From an optimization exercise on the open Yosys and OpenROAD flow, aimed at small area, a short achievable clock period and few clock cycles per item; shortcuts taken in it are not production practice.
At most, simulation tests tie the RTL to the original design; equivalence was not proved.
The RTL of runs 2 to 4 was laid out without a check of its function.
The clock port is modelled as an ideal driver; clocking choices that lean on that would not hold on a real chip.

<file path="design/flow/design.v">
`timescale 1ns/10ps
module givens_cordic #(
   parameter int data_w = 13
) (
   input  logic                     clk,
   input  logic                     rst_n,
   input  logic                     flush,
   input  logic signed [data_w-1:0] op_x,
   input  logic signed [data_w-1:0] op_y,
   input  logic                     start,
   input  logic                     mode,      
   input  logic [1:0]               pass,
   input  logic [1:0]               nxt_pass,
   input  logic [2:0]               row,       
   input  logic [1:0]               col,
   output logic                     done,
   output logic [2:0]               wr_row,
   output logic [1:0]               wr_col,
   output logic signed [data_w-1:0] res_x,
   output logic signed [data_w-1:0] res_y
);
   localparam int num_iter  = 8;
   localparam int ext_w     = data_w + 2;
   localparam int num_pass  = 3;
   localparam logic mode_vector = 1'b0;
   logic                    v_q    [1:num_iter];
   logic                    m_q    [1:num_iter];
   logic [1:0]              p_q    [1:num_iter];
   logic [2:0]              r_q    [1:num_iter];
   logic [1:0]              c_q    [1:num_iter];
   logic signed [ext_w-1:0] x_q    [1:num_iter];
   logic signed [ext_w-1:0] y_q    [1:num_iter];
   logic signed [data_w-1:0] x0_q;
   logic signed [data_w-1:0] y0_q;
   always_ff @(posedge clk) begin
      x0_q <= op_x;
      y0_q <= op_y;
   end
   logic [num_iter-1:0]     dir_q  [num_pass];
   logic                    d_q     [0:num_iter-1];
   logic                    d_nxt   [0:num_iter-1];
   logic                    vec_d_s [0:num_iter-1];
   logic                    fwd0;
   logic                    v_s    [0:num_iter];
   logic                    m_s    [0:num_iter];
   logic [1:0]              p_s    [0:num_iter];
   logic [2:0]              r_s    [0:num_iter];
   logic [1:0]              c_s    [0:num_iter];
   logic signed [ext_w-1:0] x_s    [0:num_iter];
   logic signed [ext_w-1:0] y_s    [0:num_iter];
   logic signed [ext_w-1:0] nx_s   [0:num_iter-1];
   logic signed [ext_w-1:0] ny_s   [0:num_iter-1];
   logic                    d_s    [0:num_iter-1];
   always_comb begin
      v_s[0]  = start;
      m_s[0]  = mode;
      p_s[0]  = pass;
      r_s[0]  = row;
      c_s[0]  = col;
      x_s[0]  = ext_w'(x0_q);
      y_s[0]  = ext_w'(y0_q);
      for (int s = 1; s <= num_iter; s++) begin
         v_s[s]  = v_q[s];
         m_s[s]  = m_q[s];
         p_s[s]  = p_q[s];
         r_s[s]  = r_q[s];
         c_s[s]  = c_q[s];
         x_s[s]  = x_q[s];
         y_s[s]  = y_q[s];
      end
      d_s[0] = (m_s[0] == mode_vector) ? vec_d_s[0] : d_q[0];
      for (int s = 1; s < num_iter; s++) begin
         d_s[s] = d_q[s];
      end
      for (int s = 0; s < num_iter; s++) begin
         if (d_s[s]) begin
            nx_s[s] = x_s[s] + (y_s[s] >>> s);
            ny_s[s] = y_s[s] - (x_s[s] >>> s);
         end else begin
            nx_s[s] = x_s[s] - (y_s[s] >>> s);
            ny_s[s] = y_s[s] + (x_s[s] >>> s);
         end
      end
   end
   always_ff @(posedge clk or negedge rst_n) begin
      if (!rst_n) begin
         for (int s = 1; s <= num_iter; s++) begin
            v_q[s] <= 1'b0;
         end
      end else begin
         for (int s = 1; s <= num_iter; s++) begin
            v_q[s] <= v_s[s-1] && !flush;
         end
      end
   end
   always_comb begin
      vec_d_s[0] = (x0_q[data_w-1] == y0_q[data_w-1]);
      for (int s = 1; s < num_iter; s++) begin
         vec_d_s[s] = (nx_s[s-1][ext_w-1] == ny_s[s-1][ext_w-1]);
      end
      fwd0     = v_s[0] && m_s[0] == mode_vector && p_s[0] == nxt_pass;
      d_nxt[0] = fwd0 ? vec_d_s[0] : dir_q[nxt_pass][0];
      for (int s = 1; s < num_iter; s++) begin
         d_nxt[s] = (m_s[s-1] == mode_vector) ? vec_d_s[s] : dir_q[p_s[s-1]][s];
      end
   end
   always_ff @(posedge clk) begin
      for (int s = 0; s < num_iter; s++) begin
         d_q[s] <= d_nxt[s];
      end
      for (int s = 1; s <= num_iter; s++) begin
         m_q[s]  <= m_s[s-1];
         p_q[s]  <= p_s[s-1];
         r_q[s]  <= r_s[s-1];
         c_q[s]  <= c_s[s-1];
         x_q[s]  <= nx_s[s-1];
         y_q[s]  <= ny_s[s-1];
      end
      if (v_s[0] && m_s[0] == mode_vector) begin
         dir_q[p_s[0]][0] <= vec_d_s[0];
      end
      for (int s = 1; s < num_iter; s++) begin
         if (v_s[s-1] && m_s[s-1] == mode_vector) begin
            dir_q[p_s[s-1]][s] <= vec_d_s[s];
         end
      end
   end
   logic [data_w+8:0] ext_x;
   logic [data_w+8:0] ext_y;
   logic [data_w+8:0] prod_x;
   logic [data_w+8:0] prod_y;
   assign ext_x  = (data_w+9)'(x_s[num_iter]);
   assign ext_y  = (data_w+9)'(y_s[num_iter]);
   assign prod_x = (ext_x << 8) + (ext_x << 6) - (ext_x << 3) - ext_x;
   assign prod_y = (ext_y << 8) + (ext_y << 6) - (ext_y << 3) - ext_y;
   assign done  = v_s[num_iter];
   assign wr_row = r_s[num_iter];
   assign wr_col = c_s[num_iter];
   assign res_x  = prod_x[data_w+8:9];
   assign res_y  = prod_y[data_w+8:9];
endmodule
`timescale 1ns/10ps
module matrix_store #(
   parameter int data_w = 13
) (
   input  logic                       clk,
   input  logic                       rst_n,
   input  logic                       flush,
   input  logic                       load_wr,
   input  logic [2:0]                 load_row,
   input  logic [4*data_w-1:0]        in,
   input  logic [2:0]                 rd_row,    
   input  logic [1:0]                 rd_col,
   input  logic [1:0]                 rd_even,   
   input  logic [1:0]                 rd_odd,
   input  logic                       fwd_x,     
   input  logic                       fwd_y,     
   input  logic                       fwd_in,    
   output logic signed [data_w-1:0]   op_x,
   output logic signed [data_w-1:0]   op_y,
   input  logic                       wr_en,
   input  logic [2:0]                 wr_row,
   input  logic [1:0]                 wr_col,
   input  logic signed [data_w-1:0]   res_x,
   input  logic signed [data_w-1:0]   res_y,
   input  logic                       out_load,
   input  logic [2:0]                 out_row,
   input  logic                       out_res,   
   input  logic                       out_rq,    
   output logic [4*data_w-1:0]        out
);
   localparam int num_rows = 8;
   localparam int num_cols = 4;
   logic signed [data_w-1:0] mat_q [num_rows*num_cols];
   logic [4*data_w-1:0]      out_q;
   logic                     rq_en_q;
   logic [2:0]               rq_row_q;
   logic [1:0]               rq_col_q;
   logic signed [data_w-1:0] rq_x_q;
   logic signed [data_w-1:0] rq_y_q;
   always_ff @(posedge clk or negedge rst_n) begin
      if (!rst_n) begin
         rq_en_q <= 1'b0;
      end else begin
         rq_en_q <= wr_en && !flush;
      end
   end
   always_ff @(posedge clk) begin
      rq_row_q <= wr_row;
      rq_col_q <= wr_col;
      rq_x_q   <= res_x;
      rq_y_q   <= res_y;
   end
   logic signed [data_w-1:0] res_even;
   logic signed [data_w-1:0] res_odd;
   logic [2:0]               rq_row_hi;
   assign res_even  = rq_row_q[0] ? rq_x_q : rq_y_q;
   assign res_odd   = rq_row_q[0] ? rq_y_q : rq_x_q;
   assign rq_row_hi = rq_row_q - 3'd1;
   logic signed [data_w-1:0] bus_even [num_cols];
   logic signed [data_w-1:0] bus_odd  [num_cols];
   always_comb begin
      for (int c = 0; c < num_cols; c++) begin
         bus_even[c] = load_wr ? in[c*data_w +: data_w] : res_even;
         bus_odd[c]  = load_wr ? in[c*data_w +: data_w] : res_odd;
      end
   end
   always_ff @(posedge clk) begin
      for (int i = 0; i < num_rows*num_cols; i++) begin
         if ((load_wr && i[4:2] == load_row)
             || (rq_en_q && i[1:0] == rq_col_q && (i[4:2] == rq_row_q || i[4:2] == rq_row_hi))) begin
            mat_q[i] <= i[2] ? bus_odd[i[1:0]] : bus_even[i[1:0]];
         end
      end
   end
   logic signed [data_w-1:0] even_c [num_cols];
   logic signed [data_w-1:0] odd_c  [num_cols];
   logic signed [data_w-1:0] even_q;
   logic signed [data_w-1:0] odd_q;
   always_comb begin
      for (int c = 0; c < num_cols; c++) begin
         even_c[c] = mat_q[{rd_even, 1'b0, c[1:0]}];
         odd_c[c]  = mat_q[{rd_odd, 1'b1, c[1:0]}];
      end
   end
   assign even_q = even_c[rd_col];
   assign odd_q  = odd_c[rd_col];
   assign op_x   = fwd_x ? rq_y_q
                 : fwd_in ? in[data_w-1:0]
                 : rd_row[0] ? even_q : odd_q;
   assign op_y   = fwd_y ? res_x
                 : rd_row[0] ? odd_q : even_q;
   always_ff @(posedge clk or negedge rst_n) begin
      if (!rst_n) begin
         out_q <= '0;
      end else begin
         for (int c = 0; c < num_cols - 1; c++) begin
            out_q[c*data_w +: data_w] <= !out_load ? '0
                                       : out_row[0] ? odd_c[c] : even_c[c];
         end
         out_q[3*data_w +: data_w] <= out_res ? res_y
                                    : out_rq ? rq_x_q
                                    : !out_load ? '0
                                    : out_row[0] ? odd_c[3] : even_c[3];
      end
   end
   assign out = out_q;
endmodule
`timescale 1ns/10ps
module qr_sequencer (
   input  logic       clk,
   input  logic       rst_n,
   input  logic       valid,
   output logic       load_wr,
   output logic [2:0] load_row,
   output logic       start,
   output logic       mode,
   output logic [1:0] pass,
   output logic       nxt_mode,
   output logic [1:0] nxt_pass,
   output logic [2:0] rd_row,
   output logic [1:0] rd_col,
   output logic [1:0] rd_even,    
   output logic [1:0] rd_odd,     
   output logic       fwd_x,      
   output logic       fwd_y,      
   output logic       fwd_in,     
   output logic [2:0] row,
   output logic [1:0] col,
   output logic       out_load,
   output logic [2:0] out_row,
   output logic       out_res,    
   output logic       out_rq,     
   output logic       out_valid,
   output logic       flush
);
   localparam logic mode_vector = 1'b0;
   localparam logic mode_rotate = 1'b1;
   localparam logic [3:0] last_round = 4'd9;
   localparam logic [3:0] last_phase = 4'd8;
   localparam logic [3:0] out_first  = 4'd6;
   localparam logic [3:0] out_last   = 4'd13;
   localparam logic [3:0] tail_last  = 4'd14;
   logic       loading_q;    
   logic [3:0] beats_q;      
   logic       calc_q;       
   logic [3:0] round_q;      
   logic [3:0] phase_q;      
   logic       tail_q;       
   logic [3:0] tail_cnt_q;
   logic       out_valid_q;
   logic       early_q;      
   logic       late_q;       
   logic       abort_q;
   logic       round_ok;
   logic       issue;
   logic       last_issue;
   logic       load_en;
   assign load_en  = valid && loading_q;
   assign load_wr  = loading_q;
   assign load_row = 3'(4'd7 - beats_q);
   assign round_ok   = (beats_q == 4'd8)
                    || (!late_q && ((beats_q > round_q)
                                    || (round_q == 4'd1 && beats_q <= 4'd1 && load_en)));
   assign issue      = (calc_q || load_en) && (phase_q != '0 || round_ok);
   assign last_issue = issue && (round_q == last_round) && (phase_q == last_phase);
   always_ff @(posedge clk or negedge rst_n) begin
      if (!rst_n) begin
         loading_q   <= 1'b1;
         beats_q     <= '0;
         calc_q      <= 1'b0;
         round_q     <= 4'd1;
         phase_q     <= '0;
         tail_q      <= 1'b0;
         tail_cnt_q  <= '0;
         out_valid_q <= 1'b0;
         early_q     <= 1'b0;
         late_q      <= 1'b0;
         abort_q     <= 1'b0;
      end else begin
         if (issue && loading_q) begin
            early_q <= 1'b1;
         end
         abort_q <= early_q && loading_q && !valid;
         if (load_en) begin
            beats_q <= beats_q + 4'd1;
            calc_q  <= 1'b1;
            if (beats_q == 4'd7) begin
               loading_q <= 1'b0;
            end
         end
         if (abort_q) begin
            phase_q <= '0;
            round_q <= 4'd1;
            early_q <= 1'b0;
            late_q  <= 1'b1;
         end else if (issue) begin
            if (phase_q == last_phase) begin
               phase_q <= '0;
               round_q <= round_q + 4'd1;
            end else begin
               phase_q <= phase_q + 4'd1;
            end
         end
         if (last_issue) begin
            calc_q     <= 1'b0;
            tail_q     <= 1'b1;
            tail_cnt_q <= 4'd1;
         end
         if (tail_q) begin
            tail_cnt_q <= tail_cnt_q + 4'd1;
            if (tail_cnt_q == tail_last) begin
               tail_q    <= 1'b0;
               loading_q <= 1'b1;
               beats_q   <= '0;
               round_q   <= 4'd1;
               late_q    <= 1'b0;
            end
         end
         out_valid_q <= out_load;
      end
   end
   logic       out_load_c;
   logic [2:0] out_row_c;
   logic       out_load_q;
   logic [2:0] out_row_q;
   assign out_load_c = tail_q && (tail_cnt_q >= out_first - 4'd1) && (tail_cnt_q <= out_last - 4'd1);
   assign out_row_c  = 3'(out_last - 4'd1 - tail_cnt_q);
   always_ff @(posedge clk or negedge rst_n) begin
      if (!rst_n) begin
         out_load_q <= 1'b0;
      end else begin
         out_load_q <= out_load_c;
      end
   end
   logic       out_res_q;
   logic       out_rq_q;
   always_ff @(posedge clk) begin
      out_row_q <= out_row_c;
      out_res_q <= out_load_c && out_row_c == 3'd3;
      out_rq_q  <= out_load_c && out_row_c == 3'd2;
   end
   assign out_load  = out_load_q;
   assign out_row   = out_row_q;
   assign out_res   = out_res_q;
   assign out_rq    = out_rq_q;
   assign out_valid = out_valid_q;
   assign flush     = abort_q;
   logic [1:0] c_ph;
   logic [1:0] j_ph;
   always_comb begin
      case (phase_q)
         4'd0:    begin c_ph = 2'd0; j_ph = 2'd0; end
         4'd1:    begin c_ph = 2'd0; j_ph = 2'd1; end
         4'd2:    begin c_ph = 2'd1; j_ph = 2'd1; end
         4'd3:    begin c_ph = 2'd0; j_ph = 2'd2; end
         4'd4:    begin c_ph = 2'd1; j_ph = 2'd2; end
         4'd5:    begin c_ph = 2'd2; j_ph = 2'd2; end
         4'd6:    begin c_ph = 2'd0; j_ph = 2'd3; end
         4'd7:    begin c_ph = 2'd1; j_ph = 2'd3; end
         default: begin c_ph = 2'd2; j_ph = 2'd3; end
      endcase
   end
   logic [3:0] k_op;
   logic [2:0] row_lo;
   assign k_op   = round_q - {2'b00, c_ph, 1'b0};
   assign row_lo = 3'(4'd8 - k_op);
   logic       a_start_q;
   logic       a_mode_q;
   logic [1:0] a_pass_q;
   logic [2:0] a_row_q;
   logic [1:0] rd_even_q;
   logic [1:0] rd_odd_q;
   logic [1:0] a_col_q;
   logic       a_fwd_x_q;
   logic       a_fwd_y_q;
   logic       a_fwd_in_q;
   logic       b_start_q;
   logic       b_mode_q;
   logic [1:0] b_pass_q;
   logic [2:0] b_row_q;
   logic [1:0] b_col_q;
   always_ff @(posedge clk or negedge rst_n) begin
      if (!rst_n) begin
         a_start_q <= 1'b0;
         b_start_q <= 1'b0;
      end else begin
         a_start_q <= !abort_q && issue && (k_op >= 4'd1) && (k_op <= 4'd7 - {2'b00, c_ph});
         b_start_q <= !abort_q && a_start_q;
      end
   end
   always_ff @(posedge clk) begin
      a_mode_q <= (c_ph == j_ph) ? mode_vector : mode_rotate;
      a_pass_q <= c_ph;
      a_row_q  <= row_lo;
      rd_even_q <= out_load_c ? out_row_c[2:1] : row_lo[2:1];
      rd_odd_q  <= out_load_c ? out_row_c[2:1]
                 : row_lo[0] ? row_lo[2:1] : row_lo[2:1] - 2'd1;
      a_col_q  <= j_ph;
      a_fwd_x_q <= (c_ph != 2'd0);
      a_fwd_y_q <= (k_op >= 4'd2);
      a_fwd_in_q <= (round_q == 4'd1 && phase_q == '0 && beats_q == '0);
      b_mode_q <= a_mode_q;
      b_pass_q <= a_pass_q;
      b_row_q  <= a_row_q;
      b_col_q  <= a_col_q;
   end
   assign rd_row   = a_row_q;
   assign rd_even  = rd_even_q;
   assign rd_odd   = rd_odd_q;
   assign rd_col   = a_col_q;
   assign fwd_x    = a_fwd_x_q;
   assign fwd_y    = a_fwd_y_q;
   assign fwd_in   = a_fwd_in_q;
   assign nxt_mode = a_mode_q;
   assign nxt_pass = a_pass_q;
   assign start    = b_start_q;
   assign mode     = b_mode_q;
   assign pass     = b_pass_q;
   assign row      = b_row_q;
   assign col      = b_col_q;
endmodule
`timescale 1ns/10ps
module qr_cordic_top #(
   parameter int data_w = 13
) (
   input  logic                clk,
   input  logic                rst_n,
   input  logic                valid,
   input  logic [4*data_w-1:0] in,
   output logic                out_valid,
   output logic [4*data_w-1:0] out
);
   logic       load_wr;
   logic       flush;
   logic [2:0] load_row;
   logic       out_load;
   logic [2:0] out_row;
   logic       out_res;
   logic       out_rq;
   logic                     gv_start;
   logic                     gv_mode;
   logic [1:0]               gv_pass;
   logic                     gv_nxt_mode;
   logic [1:0]               gv_nxt_pass;
   logic [2:0]               gv_rd_row;
   logic [1:0]               gv_rd_col;
   logic [1:0]               rd_even;
   logic [1:0]               rd_odd;
   logic                     fwd_x;
   logic                     fwd_y;
   logic                     fwd_in;
   logic [2:0]               gv_row;
   logic [1:0]               gv_col;
   logic signed [data_w-1:0] gv_op_x;
   logic signed [data_w-1:0] gv_op_y;
   logic                     gv_done;
   logic [2:0]               gv_wr_row;
   logic [1:0]               gv_wr_col;
   logic signed [data_w-1:0] gv_res_x;
   logic signed [data_w-1:0] gv_res_y;
   qr_sequencer qr_sequencer_i (
      .clk       (clk),
      .rst_n     (rst_n),
      .valid     (valid),
      .load_wr   (load_wr),
      .load_row  (load_row),
      .start     (gv_start),
      .mode      (gv_mode),
      .pass      (gv_pass),
      .nxt_mode  (gv_nxt_mode),
      .nxt_pass  (gv_nxt_pass),
      .rd_row    (gv_rd_row),
      .rd_col    (gv_rd_col),
      .rd_even   (rd_even),
      .rd_odd    (rd_odd),
      .fwd_x     (fwd_x),
      .fwd_y     (fwd_y),
      .fwd_in    (fwd_in),
      .row       (gv_row),
      .col       (gv_col),
      .out_load  (out_load),
      .out_row   (out_row),
      .out_res   (out_res),
      .out_rq    (out_rq),
      .out_valid (out_valid),
      .flush     (flush)
   );
   matrix_store #(.data_w(data_w)) matrix_store_i (
      .clk      (clk),
      .rst_n    (rst_n),
      .flush    (flush),
      .load_wr  (load_wr),
      .load_row (load_row),
      .in       (in),
      .rd_row   (gv_rd_row),
      .rd_col   (gv_rd_col),
      .rd_even  (rd_even),
      .rd_odd   (rd_odd),
      .fwd_x    (fwd_x),
      .fwd_y    (fwd_y),
      .fwd_in   (fwd_in),
      .op_x     (gv_op_x),
      .op_y     (gv_op_y),
      .wr_en    (gv_done),
      .wr_row   (gv_wr_row),
      .wr_col   (gv_wr_col),
      .res_x    (gv_res_x),
      .res_y    (gv_res_y),
      .out_load (out_load),
      .out_row  (out_row),
      .out_res  (out_res),
      .out_rq   (out_rq),
      .out      (out)
   );
   givens_cordic #(.data_w(data_w)) givens_cordic_i (
      .clk     (clk),
      .rst_n   (rst_n),
      .flush   (flush),
      .start   (gv_start),
      .mode    (gv_mode),
      .pass    (gv_pass),
      .nxt_pass (gv_nxt_pass),
      .row     (gv_row),
      .col     (gv_col),
      .op_x    (gv_op_x),
      .op_y    (gv_op_y),
      .done    (gv_done),
      .wr_row  (gv_wr_row),
      .wr_col  (gv_wr_col),
      .res_x   (gv_res_x),
      .res_y   (gv_res_y)
   );
endmodule
</file>
<file path="design/flow/standard.sh">
#!/bin/bash
# synth_recipe.tcl (not shown) runs the flow's synth.tcl, then flattens the netlist and writes it again
# the make line also repeats each setting of config.mk as NAME=value (left out here)
make -C /OpenROAD-flow-scripts/flow DESIGN_CONFIG=/design/flow/config.mk WORK_HOME=/design/flow/orfs CLKGATE_MAP_FILE= SYNTH_SCRIPT=/design/flow/synth_recipe.tcl "${@:-finish}"
</file>
<file path="design/flow/config.mk">
export PLATFORM = sky130hd
export DESIGN_NAME = qr_cordic_top
export DESIGN_NICKNAME = qr_cordic_top
export VERILOG_FILES = /design/flow/design.v
export SDC_FILE = /design/flow/constraint.sdc
export NUM_CORES = 4
export LEC_CHECK = 0
export CAP_MARGIN = 30
export CORE_MARGIN = 2
export CORE_UTILIZATION = 30
export CTS_CLUSTER_DIAMETER = 100
export CTS_CLUSTER_SIZE = 24
export SLEW_MARGIN = 30
</file>
<file path="design/flow/flow/outbuf.tcl">
# Move each output port's buffer next to the register that drives it, so
# that the register drives a short wire and the buffer the long one to the
# port; placement legalized again.
set db orfs/results/$::env(FLOW_PLATFORM)/qr_cordic_top/base/3_place.odb
read_db $db
set block [ord::get_db_block]
set n 0
foreach bterm [$block getBTerms] {
  if {[$bterm getIoType] ne "OUTPUT"} { continue }
  set net [$bterm getNet]
  set buf ""
  foreach iterm [$net getITerms] {
    if {[$iterm isOutputSignal]} { set buf [$iterm getInst] }
  }
  if {$buf eq ""} { continue }
  set drv ""
  foreach iterm [$buf getITerms] {
    if {[$iterm isInputSignal]} {
      set in_net [$iterm getNet]
      if {$in_net eq "NULL" || $in_net eq ""} { continue }
      foreach it2 [$in_net getITerms] {
        if {[$it2 isOutputSignal]} { set drv [$it2 getInst] }
      }
    }
  }
  if {$drv eq ""} { continue }
  set loc [$drv getLocation]
  $buf setLocation [lindex $loc 0] [lindex $loc 1]
  incr n
}
puts "moved $n output buffers"
detailed_placement
check_placement -verbose
write_db $db
</file>
<file path="design/flow/constraint.sdc">
create_clock -name core_clock -period 12.5 [get_ports {clk}]
set_input_delay 2.5000 -clock core_clock [delete_from_list [all_inputs] [get_ports {clk}]]
set_output_delay 2.5000 -clock core_clock [all_outputs]
set_load 0.01 [all_outputs]
</file>
<file path="design/flow/flow/run.sh">
#!/bin/bash
# Standard layout (the standard.sh, standard synthesis unchanged) with
# these changes to how it is made: timing repair is asked to leave a setup
# margin, so that the layout is pushed below the design's clock period; the
# buffer on every input and output port is a plain buffer rather than the
# delay cell the resizer picks by default; and after placement each output
# port's buffer is moved next to the register driving it (flow/outbuf.tcl).
# Each step's output goes to its own log file here.
set -euo pipefail
ARGS=("SETUP_SLACK_MARGIN=8.75" "BUFFER_PORTS_ARGS=-buffer_cell sky130_fd_sc_hd__buf_4")
for step in synth floorplan place; do
  bash standard.sh "${ARGS[@]}" $step > log_$step.txt 2>&1
done
openroad -no_init -exit flow/outbuf.tcl > log_outbuf.txt 2>&1
for step in cts finish; do
  bash standard.sh "${ARGS[@]}" $step > log_$step.txt 2>&1
done
</file>
==> summary.md, run 1 <==
| Metric | Value |
|---|---|
| Status | `finished clean` |
| Hold Crit Depth | `0` |
| Max Clock Freq | `0.269 GHz` |
| CP cell instances | `buf_6` |
| Hold worst-path end | `givens_cordic_i.c_q[4][0]$_DFF_P_` |
| Syn. warnings | `28` |
| Reg-to-reg critical path endpoint | `givens_cordic_i.d_q[2]$_DFF_P_` |
| Top_reg_cell synth | `edfxtp_1` |
| Post-synth top cells | `edfxtp_1 (440), nor2_1 (407), dfxtp_1 (390)` |
| DR pass1 iterations | `6` |
| WP data required | `10000 ps` |
| Worst-Skew Late Latency | `680 ps` |
| Site row count | `146` |
| CTS buffer count | `45` |
| Setup ws final | `8780 ps` |
| Total gr overflow | `0` |
| Max Transition Viols Final | `0` |
| Number of global-route vias before repair | `31700` |
| WL final | `130000 um` |
| First-pass GRT wire length | `196000 um` |
| Asr flop ratio synth | `0.0949` |
| Worst path bufs/invs | `1` |
| RSZ-0062 raised after global routing | `yes` |
| Post-Route Setup TNS | `0 ps` |
| Area post-placement | `51500 um2` |
| Fill count | `15700` |
| H-tree depth | `2` |
| Hold_buf cts | `0` |
| Placer Congestion | `0.893` |
| R2r worst-path depth | `16` |
| Post-DP HPWL | `98100 um` |
| Critical path peak fanout | `1` |
| Hold Crit Start | `givens_cordic_i.c_q[3][0]$_DFF_P_` |
| Syn nets | `4675` |
| Post-synth top area share | `0.275` |
| Final hold vios | `0` |
| Syn_area_per_cell | `11.4 um2` |
| Initial antenna violation count | `5` |
| Crit Path Class | `flop to output port` |
| Port Buf Inserts | `107` |
| Flop-to-flop setup slack | `8940 ps` |
| I/O pin count | `108` |
| Clock skew | `63.3 ps` |
| Worst EP arrival | `1220 ps` |
| Clock slew at reported path FFs | `110 ps` |
| Placement Setup Slack | `8350 ps` |
| Sequential area share after synthesis | `0.483` |
| Hold Path Class | `flop to flop` |
| Die H | `404 um` |
| Core ar. | `159000 um2` |
| Vias/cell | `5.07` |
| Synth top area cells | `edfxtp_1 (27%), dfxtp_1 (16%), ha_1 (8.7%)` |
| Final #Nets | `4743` |
| Fin Hold WS | `322 ps` |
| Mapped Area | `48100 um2` |
| Count leader, synth | `edfxtp_1` |
| Fin crit period | `3720 ps` |
| Tightest Pin Transition | `1190 ps` |
| Bufs on Longest Clock Path | `3` |
| Period Utilization, post-route | `0.298` |
| Cell count after synthesis | `4223` |
| Post-synthesis cell type count | `87` |
| CP delay by family, top | `flip-flops` |
| Worst R2R Start | `givens_cordic_i.y_q[1][1]$_DFF_P_` |
| Layout cell share with drive strength beyond 1 | `0.115` |
| Initial DRC Count | `2908` |
| Total GRT Usage | `0.156` |
| CP max stage cell | `dfrtp_1` |
| DIE WIDTH | `404 um` |
| Die area | `163000 um2` |
| Final setup viols | `0` |
| Max incr delay on CP | `400 ps` |
| Initial Util | `0.303` |
| Clk root buf | `clkbuf_16` |
| Synth area leader | `edfxtp_1` |
| Design area | `53300 um2` |
| Synthesized flop and latch total | `917` |
| Antenna-violating nets left | `0` |
| Drt drc | `0` |
| Vias | `32400` |
| Area Overhead vs Synth | `10.8%` |
| Pin count of the biggest net entering global routing | `56` |
| Post-synth EDFFs | `440` |
| Worst Setup End Kind | `output port` |
| Max-cap violations | `0` |
| Max-slew headroom | `0.202` |
| CTS tree | `built` |
| Clock sink count | `917` |
| Drt wl/cell | `20.3 um` |
| Worst setup SP type | `flop` |
worst reg2reg max path: stages, from the launching register on:
cell	delay, ps
dfxtp_4	380
inv_1	60
ha_1	170
nor3b_4	290
and2_4	200
nor2_1	50
xnor2_1	130
ha_1	330
a21oi_1	160
o21ai_0	140
o21bai_2	230
a2111o_1	400
nand2_1	110
o21ai_1	90
or2_1	260
buf_4	140
a221o_1	300
worst max-delay path by stage:
stage	start	endpoint	slack, ps	cells past startpoint
floorplan	valid	qr_sequencer_i.phase_q[2]$_DFFE_PN0P_	8740	7
global placement	valid	qr_sequencer_i.tail_cnt_q[2]$_DFFE_PN0P_	8350	7
detailed placement	valid	qr_sequencer_i.tail_cnt_q[2]$_DFFE_PN0P_	8350	7
CTS	matrix_store_i.out_q[41]$_DFF_PN0_	out[41]	8740	1
global route	givens_cordic_i.x_q[8][6]$_DFF_P_	givens_cordic_i.y0_q[12]$_DFF_P_	8660	13
finish	matrix_store_i.out_q[51]$_DFF_PN0_	out[51]	8780	1
logic make-up after synthesis:
family          Yosys count  synth area share
simple gates           1010             0.101
flops                   917             0.483
compound gates          856             0.112
buf+inv                 405            0.0319
fa+ha+maj               397             0.113
xor+xnor                369            0.0675
mux                     269            0.0907
repair_timing:
action	in CTS	in global routing
setup buffers	3	6
endpoints found under the hold margin	0	0
gates resized for setup	22	45
pin swaps	2	12
setup endpoints to repair	28	49
area by class of cell:
type	instances	area, um2	area share
diodes	1	2.50	0.0000470
well taps	2072	2590	0.0487
inverters	281	1050	0.0198
clock inverters	7	125	0.00235
multi-input cells	2901	23800	0.448
clock buffers	76	1260	0.0237
flip-flops and latches	917	23200	0.436
repair buffers	145	1140	0.0214
layout by cell type, fill, tap and decap left out, types with 32 or more instances in the layout:
master     synthesis  final
a211oi_1          60     40
a21o_1            77     77
a21oi_1          288    282
a31oi_1           39     36
buf_4              0    132
clkbuf_16          0     45
dfrtp_1           85     84
dfxtp_1          390    374
edfxtp_1         440    440
fa_1              64     64
ha_1             333    332
inv_1            279    278
mux2_2            32     32
mux2i_1          107    107
mux4_2           130    130
nand2_1          164    164
nand3_1           45     45
nor2_1           407    405
nor2b_1          112    112
nor3_1            85     83
o21ai_0          157    122
o21ai_1           22     32
xnor2_1          250    245
xor2_1           118    115
state kept, by name (all words and copies together), names as in the netlist, 16 cells and up, named ones only:
| signal | flops |
|---|---|
| matrix_store_i.mat_q | 416 |
| givens_cordic_i.c_q | 16 |
| givens_cordic_i.dir_q | 24 |
| matrix_store_i.out_q | 52 |
| givens_cordic_i.x_q | 119 |
| givens_cordic_i.y_q | 118 |
| givens_cordic_i.r_q | 24 |
routing by layer:
metal  GRT usage  part of all wire
met3      0.0302             0.076
met1       0.218              0.45
met5           0           0.00018
met2       0.243              0.44
met4      0.0491             0.035
through the flow:
stage | instances | util
after floorplan | 4223 | -
after global placement | 6307 | 0.324
after detailed placement | 6307 | 0.325
after CTS | 6393 | 0.334
after global routing | 6399 | 0.335
final | 6400 | 0.336
Testbench counts, summed over its fixed seeds: cycles 9,120, matrices 96.
==> run 2, diff against run 1 <==
--- a/design/flow/design.v
+++ b/design/flow/design.v
@@ -158,2 +158,3 @@
    input  logic                       fwd_in,    
+   input  logic                       rd_even_y,  
    output logic signed [data_w-1:0]   op_x,
@@ -231,3 +232,3 @@
    assign op_y   = fwd_y ? res_x
-                 : rd_row[0] ? odd_q : even_q;
+                 : rd_even_y ? even_q : odd_q;
    always_ff @(posedge clk or negedge rst_n) begin
@@ -267,2 +268,3 @@
    output logic       fwd_in,     
+   output logic       rd_even_y,  
    output logic [2:0] row,
@@ -417,2 +419,3 @@
    logic       a_fwd_in_q;
+   logic       a_even_y_q;
    logic       b_start_q;
@@ -442,2 +445,3 @@
       a_fwd_in_q <= (round_q == 4'd1 && phase_q == '0 && beats_q == '0);
+      a_even_y_q <= !row_lo[0];
       b_mode_q <= a_mode_q;
@@ -454,2 +458,3 @@
    assign fwd_in   = a_fwd_in_q;
+   assign rd_even_y = a_even_y_q;
    assign nxt_mode = a_mode_q;
@@ -492,2 +497,3 @@
    logic                     fwd_in;
+   logic                     rd_even_y;
    logic [2:0]               gv_row;
@@ -519,2 +525,3 @@
       .fwd_in    (fwd_in),
+      .rd_even_y  (rd_even_y),
       .row       (gv_row),
@@ -542,2 +549,3 @@
       .fwd_in   (fwd_in),
+      .rd_even_y (rd_even_y),
       .op_x     (gv_op_x),
==> run 2 against run 1 <==
Critical endpoint is now out[39]. Still clean on timing, DRC and antenna. Area after synthesis up 0.94%. Via count up 2.5%. Sequential share of layout area down 0.73 points. Largest cell class unchanged. Highest routed layer unchanged. Clock-buffer cell count down 1. Worst setup slack worse by 17 ps.
==> summary.md, run 2 <==
| Metric | Value |
|---|---|
| Stages on the worst setup path | `1 (unchanged)` |
| RSZ-0062 raised after global routing | `yes (unchanged)` |
| Worst path bufs/invs | `1 (unchanged)` |
| Initial Util | `0.302 (was 0.303)` |
| Syn. warnings | `28 (unchanged)` |
| Top_reg_cell synth | `edfxtp_1 (unchanged)` |
| Post-Route Setup TNS | `0 ps (unchanged)` |
| Vias | `33300 (was 32400)` |
| Synth area leader | `edfxtp_1 (unchanged)` |
| Final core utilization | `0.338 (was 0.336)` |
| Die H | `406 um (was 404 um)` |
| Largest register FFs | `416 (unchanged)` |
| Reg-to-reg critical path endpoint | `matrix_store_i.out_q[44]$_DFF_PN0_ (was givens_cordic_i.d_q[2]$_DFF_P_)` |
| Cell count after synthesis | `4342 (was 4223)` |
| Number of global-route vias before repair | `32400 (was 31700)` |
| Clock skew | `71.9 ps (was 63.3 ps)` |
| Period Utilization, post-route | `0.299 (was 0.298)` |
| Drt drc | `0 (unchanged)` |
| Final setup viols | `0 (unchanged)` |
| First-pass GRT wire length | `197000 um (was 196000 um)` |
| Placer Congestion | `0.879 (was 0.893)` |
| Hold_buf cts | `0 (unchanged)` |
| DR pass1 iterations | `6 (unchanged)` |
| Mapped Area | `48500 um2 (was 48100 um2)` |
| Max-slew headroom | `0.294 (was 0.202)` |
| Flop-to-flop setup slack | `8870 ps (was 8940 ps)` |
| Fin Hold WS | `315 ps (was 322 ps)` |
| Area Overhead vs Synth | `11.8% (was 10.8%)` |
| Post-DP HPWL | `97000 um (was 98100 um)` |
| Port Buf Inserts | `107 (unchanged)` |
| Total GRT Usage | `0.155 (was 0.156)` |
| Largest register by flop count | `matrix_store_i.mat_q (unchanged)` |
| Count leader, synth | `nor2_1 (was edfxtp_1)` |
| Antenna-violating nets left | `0 (unchanged)` |
| Max-cap violations | `0 (unchanged)` |
| Area post-placement | `52100 um2 (was 51500 um2)` |
| R2r worst-path depth | `13 (was 16)` |
| CTS buffer count | `46 (was 45)` |
| Final #Nets | `4869 (was 4743)` |
| Site row count | `147 (was 146)` |
| Synthesized flop and latch total | `918 (was 917)` |
| Die area | `165000 um2 (was 163000 um2)` |
| I/O pin count | `108 (unchanged)` |
| Synth top area cells | `edfxtp_1 (27%), dfxtp_1 (16%), ha_1 (8.6%) (was edfxtp_1 (27%), dfxtp_1 (16%), ha_1 (8.7%))` |
| Sequential area share after synthesis | `0.479 (was 0.483)` |
| Final hold vios | `0 (unchanged)` |
| Core ar. | `161000 um2 (was 159000 um2)` |
| Most common cell after layout, fill and taps aside | `nor2_1 (was edfxtp_1)` |
| Max incr delay on CP | `400 ps (about the same)` |
| Layout cell share with drive strength beyond 1 | `0.122 (was 0.115)` |
| Hold Path Class | `flop to flop (unchanged)` |
| Fin crit period | `3740 ps (was 3720 ps)` |
| Tightest Pin Transition | `1050 ps (was 1190 ps)` |
| Critical path peak fanout | `1 (unchanged)` |
| Post-synth top cells | `nor2_1 (486), edfxtp_1 (440), dfxtp_1 (391) (was edfxtp_1 (440), nor2_1 (407), dfxtp_1 (390))` |
| Post-synthesis cell type count | `82 (was 87)` |
| Worst setup SP type | `flop (unchanged)` |
| Max Transition Viols Final | `0 (unchanged)` |
| Largest regs | `matrix_store_i.mat_q: 416 flops, givens_cordic_i.x_q: 119 flops, givens_cordic_i.y_q: 118 flops (unchanged)` |
| Fill count | `16000 (was 15700)` |
| Commonest non-fill, non-tap cells in the layout | `nor2_1 (485), edfxtp_1 (440), dfxtp_1 (367) (was edfxtp_1 (440), nor2_1 (405), dfxtp_1 (374))` |
| Clock slew at reported path FFs | `100 ps (was 110 ps)` |
| Initial DRC Count | `2712 (was 2908)` |
| Syn_area_per_cell | `11.2 um2 (was 11.4 um2)` |
| Status | `finished clean (unchanged)` |
| Syn nets | `4794 (was 4675)` |
| Clk root buf | `clkbuf_16 (unchanged)` |
| Worst Setup End Kind | `output port (unchanged)` |
| CTS tree | `built (unchanged)` |
| CP max stage cell | `dfrtp_1 (unchanged)` |
| Initial antenna violation count | `3 (was 5)` |
| Crit Path Class | `flop to output port (unchanged)` |
| Worst-Skew Late Latency | `680 ps (about the same)` |
| Max Clock Freq | `0.268 GHz (was 0.269 GHz)` |
| Design area | `54200 um2 (was 53300 um2)` |
| Pin count of the biggest net entering global routing | `56 (unchanged)` |
| Hold Crit Depth | `0 (unchanged)` |
| Bufs on Longest Clock Path | `3 (unchanged)` |
| Asr flop ratio synth | `0.0948 (was 0.0949)` |
| Clock sink count | `918 (was 917)` |
| Worst EP arrival | `1240 ps (was 1220 ps)` |
| WP data required | `10000 ps (about the same)` |
| DIE WIDTH | `406 um (was 404 um)` |
| Worst R2R Start | `givens_cordic_i.y_q[8][0]$_DFF_P_ (was givens_cordic_i.y_q[1][1]$_DFF_P_)` |
| Post-synth top area share | `0.272 (was 0.275)` |
| H-tree depth | `2 (unchanged)` |
| CP delay by family, top | `flip-flops (unchanged)` |
| Total gr overflow | `0 (unchanged)` |
| Hold Crit Start | `givens_cordic_i.r_q[4][0]$_DFF_P_ (was givens_cordic_i.c_q[3][0]$_DFF_P_)` |
| Drt wl/cell | `19.7 um (was 20.3 um)` |
| CP cell instances | `buf_6 (unchanged)` |
| Post-synth EDFFs | `440 (unchanged)` |
| Vias/cell | `5.03 (was 5.07)` |
| Hold worst-path end | `givens_cordic_i.r_q[5][0]$_DFF_P_ (was givens_cordic_i.c_q[4][0]$_DFF_P_)` |
| WL final | `130000 um (about the same)` |
[run 2: worst max path at each step]
stage                                  startpoint                                  endpoint  slack [ps]
6_report       matrix_store_i.out_q[39]$_DFF_PN0_                                   out[39]        8760
3_3_place_gp                                valid  qr_sequencer_i.tail_cnt_q[2]$_DFFE_PN0P_        8450
2_1_floorplan                               valid     qr_sequencer_i.phase_q[2]$_DFFE_PN0P_        8740
3_5_place_dp                                valid     qr_sequencer_i.phase_q[1]$_DFFE_PN0P_        8400
5_1_grt         givens_cordic_i.y_q[2][6]$_DFF_P_        givens_cordic_i.x_q[3][13]$_DFF_P_        8660
4_1_cts            givens_cordic_i.d_q[2]$_DFF_P_        givens_cordic_i.x_q[3][13]$_DFF_P_        8700
[run 2: area by class of cell]
| class | count | area (um2) | share of cell area |
|---|---|---|---|
| Multi-Input combinational cell | 3021 | 24600 | 0.454 |
| Sequential cell | 918 | 23300 | 0.429 |
| Tap cell | 2160 | 2700 | 0.0498 |
| Clock buffer | 75 | 1290 | 0.0238 |
| Timing Repair Buffer | 154 | 1180 | 0.0218 |
| Inverter | 276 | 1040 | 0.0191 |
| Clock inverter | 8 | 123 | 0.00226 |
| Antenna cell | 1 | 2.50 | 0.0000462 |
[run 2: timing repair]
item / 4_1_cts / 5_1_grt
setup buffers: 3 / 15
setup endpoints to repair: 38 / 60
gates cloned: 0 / 0
resized for setup: 30 / 90
hold endpoints to repair: 0 / 0
pin swaps: 4 / 22
[run 2: layer usage]
metal  wire [um]  GRT usage  up-vias
met4        3490     0.0431        2
met5          10          0        -
met1       59600      0.220    16300
li1            -          -    15900
met2       58000      0.242      943
met3        8950     0.0277      134
[run 2: metrics by stage]
step	instances	worst slack, ps
finish	6613	8760
global route	6612	8660
CTS	6597	8700
detailed placement	6511	8400
global placement	6510	8450
floorplan	4342	8740
[run 2: cells by family after synthesis]
| group | Yosys count | synth area share |
|---|---|---|
| AND/OR/NAND/NOR | 1177 | 0.117 |
| flip-flops | 918 | 0.479 |
| AO/OA/AOI/OAI | 880 | 0.116 |
| buffers and inverters | 403 | 0.0314 |
| adder cells (fa/ha/maj) | 397 | 0.112 |
| XOR/XNOR | 311 | 0.0573 |
| multiplexers | 256 | 0.0872 |
==> run 3, diff against run 2 <==
--- a/design/flow/flow/run.sh
+++ b/design/flow/flow/run.sh
@@ -9,3 +9,3 @@
 set -euo pipefail
-ARGS=("SETUP_SLACK_MARGIN=8.75" "BUFFER_PORTS_ARGS=-buffer_cell sky130_fd_sc_hd__buf_4")
+ARGS=("SETUP_SLACK_MARGIN=8.6" "BUFFER_PORTS_ARGS=-buffer_cell sky130_fd_sc_hd__buf_4")
 for step in synth floorplan place; do
==> run 3 against run 2 <==
Still clean on timing, DRC and antenna. Area after synthesis unchanged. Clock skew down 1.6 ps. Global-route usage about the same. Hold slack better by 9.3 ps. Largest cell class unchanged.
==> summary.md, run 3 <==
| Metric | Value |
|---|---|
| RSZ-0062 raised after global routing | `yes (unchanged)` |
| Vias | `33300 (about the same)` |
| DIE WIDTH | `406 um (unchanged)` |
| Final setup viols | `0 (unchanged)` |
| Max incr delay on CP | `390 ps (was 400 ps)` |
| Post-DP HPWL | `98100 um (was 97000 um)` |
| Sequential area share after synthesis | `0.479 (unchanged)` |
| Syn. warnings | `28 (unchanged)` |
| Core ar. | `161000 um2 (unchanged)` |
| Die H | `406 um (unchanged)` |
| Count leader, synth | `nor2_1 (unchanged)` |
| Final hold vios | `0 (unchanged)` |
| Worst setup SP type | `flop (unchanged)` |
| Syn_area_per_cell | `11.2 um2 (unchanged)` |
| Post-synthesis cell type count | `82 (unchanged)` |
| Asr flop ratio synth | `0.0948 (unchanged)` |
| Synth top area cells | `edfxtp_1 (27%), dfxtp_1 (16%), ha_1 (8.6%) (unchanged)` |
| Max Transition Viols Final | `0 (unchanged)` |
| Synth area leader | `edfxtp_1 (unchanged)` |
| Mapped Area | `48500 um2 (unchanged)` |
| Post-synth top cells | `nor2_1 (486), edfxtp_1 (440), dfxtp_1 (391) (unchanged)` |
| Initial antenna violation count | `6 (was 3)` |
| Tightest Pin Transition | `1020 ps (was 1050 ps)` |
| Worst Setup End Kind | `output port (unchanged)` |
| Total GRT Usage | `0.155 (about the same)` |
| Layout cell share with drive strength beyond 1 | `0.109 (was 0.122)` |
| Final #Nets | `4863 (was 4869)` |
| Bufs on Longest Clock Path | `3 (unchanged)` |
| WP data required | `10000 ps (about the same)` |
| Period Utilization, post-route | `0.298 (was 0.299)` |
| Area Overhead vs Synth | `10.8% (was 11.8%)` |
| Fin Hold WS | `324 ps (was 315 ps)` |
| Clock slew at reported path FFs | `100 ps (about the same)` |
| Largest regs | `matrix_store_i.mat_q: 416 flops, givens_cordic_i.x_q: 119 flops, givens_cordic_i.y_q: 118 flops (unchanged)` |
| Pin count of the biggest net entering global routing | `56 (unchanged)` |
| Synthesized flop and latch total | `918 (unchanged)` |
| I/O pin count | `108 (unchanged)` |
| WL final | `130000 um (about the same)` |
| Clock sink count | `918 (unchanged)` |
| Post-Route Setup TNS | `0 ps (unchanged)` |
| Antenna-violating nets left | `0 (unchanged)` |
| CP cell instances | `buf_4 (was buf_6)` |
| CP max stage cell | `dfrtp_1 (unchanged)` |
| Most common cell after layout, fill and taps aside | `nor2_1 (unchanged)` |
| Worst-Skew Late Latency | `690 ps (was 680 ps)` |
| Post-synth top area share | `0.272 (unchanged)` |
| Largest register by flop count | `matrix_store_i.mat_q (unchanged)` |
| Vias/cell | `5.05 (was 5.03)` |
| Hold Path Class | `flop to flop (unchanged)` |
| Syn nets | `4794 (unchanged)` |
| Die area | `165000 um2 (unchanged)` |
| Post-synth EDFFs | `440 (unchanged)` |
| Fin crit period | `3730 ps (was 3740 ps)` |
| Initial Util | `0.302 (unchanged)` |
| Clock skew | `70.3 ps (was 71.9 ps)` |
| Drt wl/cell | `19.7 um (about the same)` |
| CTS buffer count | `44 (was 46)` |
| H-tree depth | `2 (unchanged)` |
| Cell count after synthesis | `4342 (unchanged)` |
| Worst EP arrival | `1230 ps (was 1240 ps)` |
| Port Buf Inserts | `107 (unchanged)` |
| Crit Path Class | `flop to output port (unchanged)` |
| Max Clock Freq | `0.268 GHz (about the same)` |
| CTS tree | `built (unchanged)` |
| Total gr overflow | `0 (unchanged)` |
| First-pass GRT wire length | `197000 um (about the same)` |
| Number of global-route vias before repair | `32600 (was 32400)` |
| Drt drc | `0 (unchanged)` |
| Max-slew headroom | `0.305 (was 0.294)` |
| Hold_buf cts | `0 (unchanged)` |
| Worst path bufs/invs | `1 (unchanged)` |
| Clk root buf | `clkbuf_16 (unchanged)` |
| Max-cap violations | `0 (unchanged)` |
| DR pass1 iterations | `5 (was 6)` |
| Critical path peak fanout | `1 (unchanged)` |
| Initial DRC Count | `2642 (was 2712)` |
| Site row count | `147 (unchanged)` |
| CP delay by family, top | `flip-flops (unchanged)` |
| Top_reg_cell synth | `edfxtp_1 (unchanged)` |
| Commonest non-fill, non-tap cells in the layout | `nor2_1 (486), edfxtp_1 (440), dfxtp_1 (374) (was nor2_1 (485), edfxtp_1 (440), dfxtp_1 (367))` |
| Placer Congestion | `0.868 (was 0.879)` |
| Largest register FFs | `416 (unchanged)` |
| Status | `finished clean (unchanged)` |
==> run 3: changes by cell type in the layout (fill, tap and decap cells not counted), moves of 4 or more <==
cell / before / now
a211oi_1: 58 / 68
a211oi_2: 17 / 7
buf_6: 7 / 2
dfxtp_1: 367 / 374
dfxtp_2: 18 / 13
o21ai_0: 173 / 183
o21ai_1: 8 / 1
o21ai_2: 15 / 22
o21ai_4: 22 / 12
o41ai_1: 5 / 9
o41ai_2: 5 / 1
==> run 3: cell families after synthesis <==
| logic type | Yosys count | synth area share |
|---|---|---|
| compound gates | 880 | 0.116 |
| fa+ha+maj | 397 | 0.112 |
| mux | 256 | 0.0872 |
| xor+xnor | 311 | 0.0573 |
| flops | 918 | 0.479 |
| buf+inv | 403 | 0.0314 |
| simple gates | 1177 | 0.117 |
==> run 3: what timing repair did <==
item,in CTS,in global routing
pin swaps,0,3
setup endpoints to repair,14,31
setup buffers,0,0
resized for setup,7,44
cloned,0,0
==> run 3: path summary, 6_finish.rpt <==
check                                                         from                                 end  slack, ps  cells past startpoint
worst max-delay path            matrix_store_i.out_q[12]$_DFF_PN0_                             out[12]       8770                      1
worst min-delay path             givens_cordic_i.c_q[8][1]$_DFF_P_  matrix_store_i.rq_col_q[1]$_DFF_P_        320                      0
worst max register to register   givens_cordic_i.x_q[8][0]$_DFF_P_     givens_cordic_i.y0_q[9]$_DFF_P_       8780                     13
worst min register to register   givens_cordic_i.c_q[8][1]$_DFF_P_  matrix_store_i.rq_col_q[1]$_DFF_P_        320                      0
max in group asynchronous                                    rst_n    givens_cordic_i.v_q[2]$_DFF_PN0_       9510                      2
min in group asynchronous                                    rst_n  matrix_store_i.out_q[19]$_DFF_PN0_       1840                      1
==> run 3: final cells by class <==
| cell class | instances | area, um2 |
|---|---|---|
| Antenna cell | 2 | 5.00 |
| Fill cell | 15900 | 107000 |
| Inverter | 276 | 1040 |
| Clock inverter | 5 | 97.6 |
| Timing Repair Buffer | 150 | 1140 |
| Clock buffer | 73 | 1230 |
| Sequential cell | 918 | 23300 |
| Multi-Input combinational cell | 3021 | 24300 |
| Tap cell | 2160 | 2700 |
==> run 3: worst register-to-register path, cell delays in order, from the launching register on <==
cell       delay, ps
dfxtp_1          400
inv_1            120
fa_1             540
inv_1             50
fa_1             450
ha_1             310
and3_1           190
a22oi_1          270
a31oi_2          170
o2111ai_1        290
a31oi_2          210
or4_1            430
nand3_1          140
o21a_1           140
==> run 3: per-stage QoR <==
step | setup slack (ps) | instances | util | instance area (um2)
after global placement | 8300 | 6524 | 0.324 | 52000
after detailed placement | 8320 | 6524 | 0.324 | 52100
after floorplan | 8650 | 4342 | - | 48500
after global routing | 8570 | 6604 | 0.335 | 53700
after CTS | 8610 | 6602 | 0.333 | 53400
final | 8770 | 6605 | 0.335 | 53700
==> run 3: per-layer routing <==
metal | track usage | up-vias | wire length (um)
li1 | - | 15900 | -
met1 | 0.220 | 16400 | 59800
met2 | 0.246 | 934 | 58500
met3 | 0.0276 | 109 | 9390
met4 | 0.0337 | 6 | 2580
met5 | 0 | - | 38
==> run 4, diff against run 3 <==
--- a/design/flow/design.v
+++ b/design/flow/design.v
@@ -155,6 +155,2 @@
    input  logic [1:0]                 rd_odd,
-   input  logic                       fwd_x,     
-   input  logic                       fwd_y,     
-   input  logic                       fwd_in,    
-   input  logic                       rd_even_y,  
    output logic signed [data_w-1:0]   op_x,
@@ -168,4 +164,2 @@
    input  logic [2:0]                 out_row,
-   input  logic                       out_res,   
-   input  logic                       out_rq,    
    output logic [4*data_w-1:0]        out
@@ -197,2 +191,3 @@
    logic [2:0]               rq_row_hi;
+   logic [2:0]               wr_row_hi;
    assign res_even  = rq_row_q[0] ? rq_x_q : rq_y_q;
@@ -200,2 +195,3 @@
    assign rq_row_hi = rq_row_q - 3'd1;
+   assign wr_row_hi = wr_row - 3'd1;
    logic signed [data_w-1:0] bus_even [num_cols];
@@ -228,7 +224,9 @@
    assign odd_q  = odd_c[rd_col];
-   assign op_x   = fwd_x ? rq_y_q
-                 : fwd_in ? in[data_w-1:0]
+   logic [2:0] rd_row_hi;
+   assign rd_row_hi = rd_row - 3'd1;
+   assign op_x   = (rq_en_q && rq_row_q == rd_row_hi && rq_col_q == rd_col) ? rq_y_q
+                 : (load_wr && load_row == rd_row_hi && rd_col == 2'd0) ? in[data_w-1:0]
                  : rd_row[0] ? even_q : odd_q;
-   assign op_y   = fwd_y ? res_x
-                 : rd_even_y ? even_q : odd_q;
+   assign op_y   = (wr_en && wr_row_hi == rd_row && wr_col == rd_col) ? res_x
+                 : rd_row[0] ? odd_q : even_q;
    always_ff @(posedge clk or negedge rst_n) begin
@@ -237,3 +235,3 @@
       end else begin
-         for (int c = 0; c < num_cols - 1; c++) begin
+         for (int c = 0; c < num_cols; c++) begin
             out_q[c*data_w +: data_w] <= !out_load ? '0
@@ -241,6 +239,8 @@
          end
-         out_q[3*data_w +: data_w] <= out_res ? res_y
-                                    : out_rq ? rq_x_q
-                                    : !out_load ? '0
-                                    : out_row[0] ? odd_c[3] : even_c[3];
+         if (out_load && wr_en && wr_col == 2'd3 && wr_row == out_row) begin
+            out_q[3*data_w +: data_w] <= res_y;
+         end
+         if (out_load && rq_en_q && rq_col_q == 2'd3 && rq_row_hi == out_row) begin
+            out_q[3*data_w +: data_w] <= rq_x_q;
+         end
       end
@@ -265,6 +265,2 @@
    output logic [1:0] rd_odd,     
-   output logic       fwd_x,      
-   output logic       fwd_y,      
-   output logic       fwd_in,     
-   output logic       rd_even_y,  
    output logic [2:0] row,
@@ -273,4 +269,2 @@
    output logic [2:0] out_row,
-   output logic       out_res,    
-   output logic       out_rq,     
    output logic       out_valid,
@@ -377,8 +371,4 @@
    end
-   logic       out_res_q;
-   logic       out_rq_q;
    always_ff @(posedge clk) begin
       out_row_q <= out_row_c;
-      out_res_q <= out_load_c && out_row_c == 3'd3;
-      out_rq_q  <= out_load_c && out_row_c == 3'd2;
    end
@@ -386,4 +376,2 @@
    assign out_row   = out_row_q;
-   assign out_res   = out_res_q;
-   assign out_rq    = out_rq_q;
    assign out_valid = out_valid_q;
@@ -416,6 +404,2 @@
    logic [1:0] a_col_q;
-   logic       a_fwd_x_q;
-   logic       a_fwd_y_q;
-   logic       a_fwd_in_q;
-   logic       a_even_y_q;
    logic       b_start_q;
@@ -442,6 +426,2 @@
       a_col_q  <= j_ph;
-      a_fwd_x_q <= (c_ph != 2'd0);
-      a_fwd_y_q <= (k_op >= 4'd2);
-      a_fwd_in_q <= (round_q == 4'd1 && phase_q == '0 && beats_q == '0);
-      a_even_y_q <= !row_lo[0];
       b_mode_q <= a_mode_q;
@@ -455,6 +435,2 @@
    assign rd_col   = a_col_q;
-   assign fwd_x    = a_fwd_x_q;
-   assign fwd_y    = a_fwd_y_q;
-   assign fwd_in   = a_fwd_in_q;
-   assign rd_even_y = a_even_y_q;
    assign nxt_mode = a_mode_q;
@@ -483,4 +459,2 @@
    logic [2:0] out_row;
-   logic       out_res;
-   logic       out_rq;
    logic                     gv_start;
@@ -494,6 +468,2 @@
    logic [1:0]               rd_odd;
-   logic                     fwd_x;
-   logic                     fwd_y;
-   logic                     fwd_in;
-   logic                     rd_even_y;
    logic [2:0]               gv_row;
@@ -522,6 +492,2 @@
       .rd_odd    (rd_odd),
-      .fwd_x     (fwd_x),
-      .fwd_y     (fwd_y),
-      .fwd_in    (fwd_in),
-      .rd_even_y  (rd_even_y),
       .row       (gv_row),
@@ -530,4 +496,2 @@
       .out_row   (out_row),
-      .out_res   (out_res),
-      .out_rq    (out_rq),
       .out_valid (out_valid),
@@ -546,6 +510,2 @@
       .rd_odd   (rd_odd),
-      .fwd_x    (fwd_x),
-      .fwd_y    (fwd_y),
-      .fwd_in   (fwd_in),
-      .rd_even_y (rd_even_y),
       .op_x     (gv_op_x),
@@ -559,4 +519,2 @@
       .out_row  (out_row),
-      .out_res  (out_res),
-      .out_rq   (out_rq),
       .out      (out)
==> design/flow/flow/run.sh (replaced) <==
#!/bin/bash
# Standard layout (the standard.sh, standard synthesis unchanged) with
# these changes to how it is made: timing repair is asked to leave a setup
# margin, so that the layout is pushed below the design's clock period; the
# buffer on every input and output port is a plain buffer rather than the
# delay cell the resizer picks by default; and after clock tree synthesis the
# registers that drive output ports get a stronger drive (flow/outreg.tcl).
# Each step's output goes to its own log file here.
set -euo pipefail
ARGS=("SETUP_SLACK_MARGIN=8.6" "BUFFER_PORTS_ARGS=-buffer_cell sky130_fd_sc_hd__buf_4")
for step in synth floorplan place cts; do
  bash standard.sh "${ARGS[@]}" $step > log_$step.txt 2>&1
done
openroad -no_init -exit flow/outreg.tcl > log_outreg.txt 2>&1
bash standard.sh "${ARGS[@]}" finish > log_finish.txt 2>&1
==> design/flow/flow/outreg.tcl (new file) <==
# Give the registers that drive output ports a stronger drive: each drives a
# long wire to its port buffer. Same cells, larger drive strength, placement
# legalized again.
set plat $::env(FLOW_HOME)/platforms/$::env(FLOW_PLATFORM)
set db orfs/results/$::env(FLOW_PLATFORM)/qr_cordic_top/base/4_cts.odb
read_db $db
read_liberty $plat/lib/sky130_fd_sc_hd__tt_025C_1v80.lib
set n 0
foreach inst [get_cells -quiet {matrix_store_i.out_q* qr_sequencer_i.out_valid_q*}] {
  set master [get_property [get_property $inst liberty_cell] name]
  if {$master eq "sky130_fd_sc_hd__dfrtp_1" || $master eq "sky130_fd_sc_hd__dfrtp_2"} {
    replace_cell $inst sky130_fd_sc_hd__dfrtp_4
    incr n
  }
}
puts "resized $n output registers"
detailed_placement
check_placement -verbose
write_db $db
removed: design/flow/flow/outbuf.tcl
==> run 4 against run 3 <==
Critical path depth unchanged. Sequential share of layout area up 0.48 points. Hold slack worse by 1.2 ps. Global-route usage down 0.22 points. Flip-flop and latch count down 4. Critical endpoint is now out[47]. Largest cell class unchanged.
==> summary.md, run 4 <==
| Metric | Value |
|---|---|
| Post-DP HPWL | `97000 um (was 98100 um)` |
| Fin crit period | `3890 ps (was 3730 ps)` |
| Total gr overflow | `0 (unchanged)` |
| Layout cell share with drive strength beyond 1 | `0.129 (was 0.109)` |
| First-pass GRT wire length | `194000 um (was 197000 um)` |
| Site row count | `146 (was 147)` |
| Worst R2R Start | `givens_cordic_i.x_q[8][0]$_DFF_P_ (unchanged)` |
| Max Clock Freq | `0.257 GHz (was 0.268 GHz)` |
| CP delay by family, top | `flip-flops (unchanged)` |
| Hold Crit Start | `givens_cordic_i.r_q[6][0]$_DFF_P_ (was givens_cordic_i.c_q[8][1]$_DFF_P_)` |
| Initial Util | `0.303 (was 0.302)` |
| Largest register FFs | `416 (unchanged)` |
| Fill count | `15800 (was 15900)` |
| Worst-Skew Late Latency | `670 ps (was 690 ps)` |
| Reg-to-reg critical path endpoint | `givens_cordic_i.y0_q[9]$_DFF_P_ (unchanged)` |
| Post-synth top area share | `0.275 (was 0.272)` |
| Status | `finished clean (unchanged)` |
| Drt drc | `0 (unchanged)` |
| Syn_area_per_cell | `11.4 um2 (was 11.2 um2)` |
| Bufs on Longest Clock Path | `3 (unchanged)` |
| R2r worst-path depth | `16 (was 13)` |
| CTS buffer count | `45 (was 44)` |
| Period Utilization, post-route | `0.311 (was 0.298)` |
| Largest register by flop count | `matrix_store_i.mat_q (unchanged)` |
| WL met2 | `57000 um (was 58500 um)` |
| Vias/cell | `5.03 (was 5.05)` |
| Syn. warnings | `28 (unchanged)` |
| Commonest non-fill, non-tap cells in the layout | `edfxtp_1 (440), dfxtp_1 (371), nor2_1 (365) (was nor2_1 (486), edfxtp_1 (440), dfxtp_1 (374))` |
| Largest regs | `matrix_store_i.mat_q: 416 flops, givens_cordic_i.x_q: 119 flops, givens_cordic_i.y_q: 118 flops (unchanged)` |
| Post-Route Setup TNS | `0 ps (unchanged)` |
| Clock slew at reported path FFs | `100 ps (about the same)` |
| Flop-to-flop setup slack | `8630 ps (was 8780 ps)` |
| Critical path peak fanout | `1 (unchanged)` |
| DR pass1 iterations | `7 (was 5)` |
| DIE WIDTH | `404 um (was 406 um)` |
| Clk root buf | `clkbuf_16 (unchanged)` |
| Initial antenna violation count | `5 (was 6)` |
| Synthesized flop and latch total | `914 (was 918)` |
| CP cell instances | `buf_6 (was buf_4)` |
| I/O pin count | `108 (unchanged)` |
| Synth top area cells | `edfxtp_1 (28%), dfxtp_1 (16%), ha_1 (8.8%) (was edfxtp_1 (27%), dfxtp_1 (16%), ha_1 (8.6%))` |
| Pin count of the biggest net entering global routing | `53 (was 56)` |
| Worst path bufs/invs | `1 (unchanged)` |
| Hold Path Class | `flop to flop (unchanged)` |
| Worst EP arrival | `1390 ps (was 1230 ps)` |
| Clock sink count | `914 (was 918)` |
| H-tree depth | `2 (unchanged)` |
| Most common cell after layout, fill and taps aside | `edfxtp_1 (was nor2_1)` |
| Area Overhead vs Synth | `11.3% (was 10.8%)` |
| Number of global-route vias before repair | `31500 (was 32600)` |
| Final #Nets | `4737 (was 4863)` |
| CTS tree | `built (unchanged)` |
| Port Buf Inserts | `107 (unchanged)` |
| Drt wl/cell | `19.9 um (was 19.7 um)` |
| Synth area leader | `edfxtp_1 (unchanged)` |
| Total GRT Usage | `0.153 (was 0.155)` |
| Antenna-violating nets left | `0 (unchanged)` |
| Final core utilization | `0.337 (was 0.335)` |
| Asr flop ratio synth | `0.0952 (was 0.0948)` |
| Placer Congestion | `0.893 (was 0.868)` |
| Mapped Area | `48000 um2 (was 48500 um2)` |
| Core ar. | `159000 um2 (was 161000 um2)` |
| Syn nets | `4664 (was 4794)` |
| Top sig layer | `met5 (unchanged)` |
| Post-synthesis cell type count | `88 (was 82)` |
| Worst setup SP type | `flop (unchanged)` |
| Placed Cells incl. Taps | `6295 (was 6524)` |
| Cell count after synthesis | `4209 (was 4342)` |
| Hold worst-path end | `givens_cordic_i.r_q[7][0]$_DFF_P_ (was matrix_store_i.rq_col_q[1]$_DFF_P_)` |
| Final setup viols | `0 (unchanged)` |
| Top_reg_cell synth | `edfxtp_1 (unchanged)` |
| Vias | `32200 (was 33300)` |
| Worst Setup End Kind | `output port (unchanged)` |
| Max Transition Viols Final | `0 (unchanged)` |
| M1 WL | `59800 um (about the same)` |
| DR WL met3 | `8320 um (was 9390 um)` |
| Initial DRC Count | `2992 (was 2642)` |
| Hold Crit Depth | `0 (unchanged)` |
| Tightest Pin Transition | `1090 ps (was 1020 ps)` |
| RSZ-0062 raised after global routing | `yes (unchanged)` |
| Fin Hold WS | `323 ps (was 324 ps)` |
| Hold_buf cts | `0 (unchanged)` |
| Max incr delay on CP | `560 ps (was 390 ps)` |
| Max-cap violations | `0 (unchanged)` |
| WP data required | `10000 ps (about the same)` |
| CP max stage cell | `dfrtp_4 (was dfrtp_1)` |
| Clock skew | `40.1 ps (was 70.3 ps)` |
| Die H | `404 um (was 406 um)` |
| Crit Path Class | `flop to output port (unchanged)` |
| Max-slew headroom | `0.272 (was 0.305)` |
| Stages on the worst setup path | `1 (unchanged)` |
| WL final | `127000 um (was 130000 um)` |
| Count leader, synth | `edfxtp_1 (was nor2_1)` |
| Die area | `163000 um2 (was 165000 um2)` |
| Post-synth top cells | `edfxtp_1 (440), dfxtp_1 (387), nor2_1 (365) (was nor2_1 (486), edfxtp_1 (440), dfxtp_1 (391))` |
| Post-synth EDFFs | `440 (unchanged)` |
| Sequential area share after synthesis | `0.482 (was 0.479)` |
| Layout Cells excl Fill | `6395 (was 6605)` |
| Final hold vios | `0 (unchanged)` |
## run 4: area by class of cell
type | instances | area, um2 | area share
multi-input cells | 2901 | 23900 | 0.446
flip-flops and latches | 914 | 23400 | 0.437
well taps | 2072 | 2590 | 0.0485
clock buffers | 75 | 1250 | 0.0234
repair buffers | 155 | 1220 | 0.0228
inverters | 265 | 997 | 0.0187
clock inverters | 9 | 143 | 0.00267
diodes | 4 | 10.0 | 0.000187
## run 4: logic make-up (layout without fill, tap and decap cells)
kind of cell,count (synthesis),after routing,synth area share
muxes,248,248,0.0862
xor gates and xnor gates,385,385,0.0711
DFF,914,914,0.482
and+or+nand+nor,1058,1058,0.109
other,0,4,0
AOI/OAI and AO/OA,810,810,0.106
buffers and inverters,394,504,0.0315
adders and majority gates,400,400,0.114
## run 4: worst max path at each step
stage / end / slack, ps / start
floorplan: qr_sequencer_i.tail_cnt_q[2]$_DFFE_PN0P_ / 8720 / valid
global placement: givens_cordic_i.y0_q[12]$_DFF_P_ / 8360 / givens_cordic_i.x_q[8][2]$_DFF_P_
detailed placement: givens_cordic_i.d_q[4]$_DFF_P_ / 8350 / givens_cordic_i.d_q[3]$_DFF_P_
CTS: givens_cordic_i.y0_q[9]$_DFF_P_ / 8600 / givens_cordic_i.x_q[8][0]$_DFF_P_
global route: givens_cordic_i.y0_q[9]$_DFF_P_ / 8500 / givens_cordic_i.x_q[8][0]$_DFF_P_
finish: out[47] / 8610 / matrix_store_i.out_q[47]$_DFF_PN0_
## run 4: through the flow
| step | instance area [um2] | setup WS [ps] |
|---|---|---|
| after floorplan | 48000 | 8720 |
| after global placement | 51200 | 8360 |
| after detailed placement | 51300 | 8350 |
| after CTS | 52800 | 8600 |
| after global routing | 53400 | 8500 |
| final | 53400 | 8610 |
## run 4: repair_timing
item                       4_1_cts  5_1_grt
setup buffers                    4        7
pin swaps                        8       21
gates resized for setup         24       61
setup endpoints to repair       30       54
## run 4: routing by layer
layer  vias to the layer above  track usage
li1                      15300            -
met1                     15900        0.224
met5                         -            0
met4                         2       0.0294
met3                       114       0.0215
met2                       918        0.241

re-timing with driven ports:
How much do the figures lean on ideal ports? The routed layouts below were timed once more, with nothing changed but the port constraints.
Step 1 sets driving cells, clkbuf_16 on the clock port and buf_2 on the other inputs (assumed; they add their load-dependent delay and slew).
Step 2, shift: input delay + t, output delay - t, t = (earliest + latest rising clock arrival at the registers) / 2. This alone moves slack from input paths to output paths.
Slacks: ideal / step 1 / step 2; pairs: ideal / step 1.
run	shift t [ns]	setup WS [ns]	hold WS [ns]	worst setup path at the end	worst register clock-pin slew, ns
run 1	0.712	8.781 / 8.712 / 8.361	0.322 / 0.322 / 0.322	input to register	0.11 / 0.11
run 2	0.720	8.764 / 8.686 / 8.367	0.315 / 0.315 / 0.315	input to register	0.11 / 0.11
run 3	0.738	8.772 / 8.690 / 8.242	0.324 / 0.324 / 0.324	input to register	0.11 / 0.11
run 4	0.720	8.613 / 8.539 / 8.355	0.323 / 0.323 / 0.323	input to register	0.10 / 0.10
After both steps setup and hold are still met in every run listed. For run 3, which loses most, drivers alone change the setup slack by -0.082 ns; drivers and shift together by -0.530 ns.
